What follows belongs to an exercise in optimizing a design on an open flow for small area; a production flow would make more cautious choices.
The RTL was checked by simulation tests, not by an equivalence proof against the original design.
No activity file was given, so power comes from the tool's default toggle rates.

Setup of run 5:
==> flow/design.v (excerpt) <==
module reg_file_sb (
  input  logic        clk,
  input  logic        rst_n,
  input  logic [4:0]  rd_addr_1,
  output logic [31:0] rd_data_1,
  output logic        rd_pend_1,
  input  logic [4:0]  rd_addr_2,
  output logic [31:0] rd_data_2,
  output logic        rd_pend_2,
  input  logic        wr_en,
  input  logic [4:0]  wr_addr,
  input  logic [31:0] wr_data,
  input  logic        issue_en,
  input  logic [4:0]  issue_addr,
  input  logic        clr_req,
  output logic        clr_busy
);
Size in the first run: about 3500 cells after synthesis, about 1100 flip-flops, ~120 I/O pins, roughly 42000 µm² of cells after synthesis.
export LEC_CHECK = 0
export CAP_MARGIN = 20
export CORE_MARGIN = 2
export CORE_UTILIZATION = 40
export SLEW_MARGIN = 20
export SYNTH_HIERARCHICAL = 1
create_clock -name core_clock -period 12.0 [get_ports {clk}]
standard.sh (not shown) runs the stock make flow with config.mk's settings and CLKGATE_MAP_FILE= SYNTH_SCRIPT=/design/flow/synth_recipe.tcl, a recipe that flattens the netlist after the stock synthesis.
==> flow/flow/run.sh <==
#!/bin/bash
# The standard ORFS layout, with two changes: the port buffers are the
# smallest buffer cell, and CTS clusters the flip-flops into groups of at most
# 12 within 50 um, drives each group with one clkbuf_8 and inserts no dummy
# loads. The make output goes to flow_make.log here; each ORFS step also keeps
# its own log under orfs/logs.
set -euo pipefail
export CTS_ARGS="-sink_clustering_enable -repair_clock_nets -sink_clustering_size 12 -sink_clustering_max_diameter 50 -buf_list sky130_fd_sc_hd__clkbuf_8 -dont_use_dummy_load"
export BUFFER_PORTS_ARGS="-buffer_cell sky130_fd_sc_hd__buf_1"
bash standard.sh finish > flow_make.log 2>&1
Run 5 finished every stage and its layout cleared the timing, design-rule and antenna checks.
Relative to run 5, the following input files were edited for run 1:
==> flow/flow/run.sh <==
#!/bin/bash
# The standard ORFS layout, with two changes: the port buffers are the
# smallest buffer cell, and CTS clusters the flip-flops into groups of at most
# 20 within 80 um, drives each group with one clkbuf_16 and inserts no dummy
# loads. The make output goes to flow_make.log here; each ORFS step also keeps
# its own log under orfs/logs.
set -euo pipefail
export CTS_ARGS="-sink_clustering_enable -repair_clock_nets -sink_clustering_size 20 -sink_clustering_max_diameter 80 -buf_list sky130_fd_sc_hd__clkbuf_16 -dont_use_dummy_load"
export BUFFER_PORTS_ARGS="-buffer_cell sky130_fd_sc_hd__buf_1"
bash standard.sh finish > flow_make.log 2>&1
==> comparison <==
- Compared with run 5, run 1 shows data arrival time of the worst path lower by 0.05 ns.
- On sequential power, run 5 tracks run 1 almost exactly.
- Compared run 5 against run 1; combinational share of power within noise.
- Comparing run 5 and run 1, clock skew is higher on run 5.
- Relative to run 5, the total power of run 1 is higher by 22 µW.
- Run 1 vs run 5, via count went down by 0.64%.
- Comparing highest clock rate for run 5 and run 1, the bigger number came from run 1.
- In the metrics for run 5 and run 1, the one carrying the lower final critical path time including I/O delays and setup is run 1.

* * *

Starting RTL as in the previous note.
clock: 12.0 ns
lec_check: 0
cap_margin: 20
core_margin: 2
core_utilization: 40
slew_margin: 20
synth_hierarchical: 1
run.sh (not shown) runs the stock make flow with config.mk's settings and CLKGATE_MAP_FILE= SYNTH_SCRIPT=/design/flow/synth_recipe.tcl, a recipe that flattens the netlist after the stock synthesis.
Stock flow here: none of the scripts above is used.
The starting point completed without violations.
Change:
==> flow/flow/run.sh (new file) <==
#!/bin/bash
# The standard ORFS layout, with two changes: the port buffers are the
# smallest buffer cell, and CTS clusters the flip-flops into groups of at most
# 26 within 90 um, drives each group with one clkbuf_16 and inserts no dummy
# loads. The make output goes to flow_make.log here; each ORFS step also keeps
# its own log under orfs/logs.
set -euo pipefail
export CTS_ARGS="-sink_clustering_enable -repair_clock_nets -sink_clustering_size 26 -sink_clustering_max_diameter 90 -buf_list sky130_fd_sc_hd__clkbuf_16 -dont_use_dummy_load"
export BUFFER_PORTS_ARGS="-buffer_cell sky130_fd_sc_hd__buf_1"
bash standard.sh finish > flow_make.log 2>&1
==> flow/standard.sh (new file) <==
#!/bin/bash
# synth_recipe.tcl (not shown) runs the flow's synth.tcl, then flattens the netlist and writes it again
# the make line also repeats each setting of config.mk as NAME=value (left out here)
make -C /OpenROAD-flow-scripts/flow DESIGN_CONFIG=/design/flow/config.mk WORK_HOME=/design/flow/orfs CLKGATE_MAP_FILE= SYNTH_SCRIPT=/design/flow/synth_recipe.tcl "${@:-finish}"
removed: flow/run.sh
- total power decreases by about a fifth
- cell area decreases by a little under a tenth
- routed wire length decreases by a few percent
- utilization decreases by 3.5 points
- die area does not change
- via count decreases by a few percent
- synthesized cell count does not change

[what the ideal ports hide]
No port has a modelled driver above. Below, the same layouts with a new extraction and two added sets of constraints. Step 1 (the two cells are an assumption about what drives the block):
set clk [get_ports {clk}]
set_driving_cell -lib_cell sky130_fd_sc_hd__clkbuf_16 $clk
set_driving_cell -lib_cell sky130_fd_sc_hd__buf_2 [delete_from_list [all_inputs] $clk]
Step 2 moves the port delays by t, midway between the first and last clock arrival at a register: inputs arrive t later, outputs are due t later. That takes back most of the time a late clock gives input paths. Three values: ideal ports, drivers, drivers and shift; two values: the first two.
run	t, ns	setup slack, ns	worst register clock-pin slew, ns	worst slew at a driven data input, ns	pins driven straight from the clock port
run 5	0.813	2.541 / 2.519 / 2.519	0.09 / 0.09	0.10	1
run 1	0.749	2.587 / 2.565 / 2.565	0.09 / 0.09	0.10	1
the first run of note 2	0.780	1.838 / 1.817 / 1.817	0.07 / 0.07	0.08	1
the second run of note 2	0.726	2.622 / 2.601 / 2.601	0.12 / 0.12	0.11	1
After both steps setup and hold are still met in every run listed.
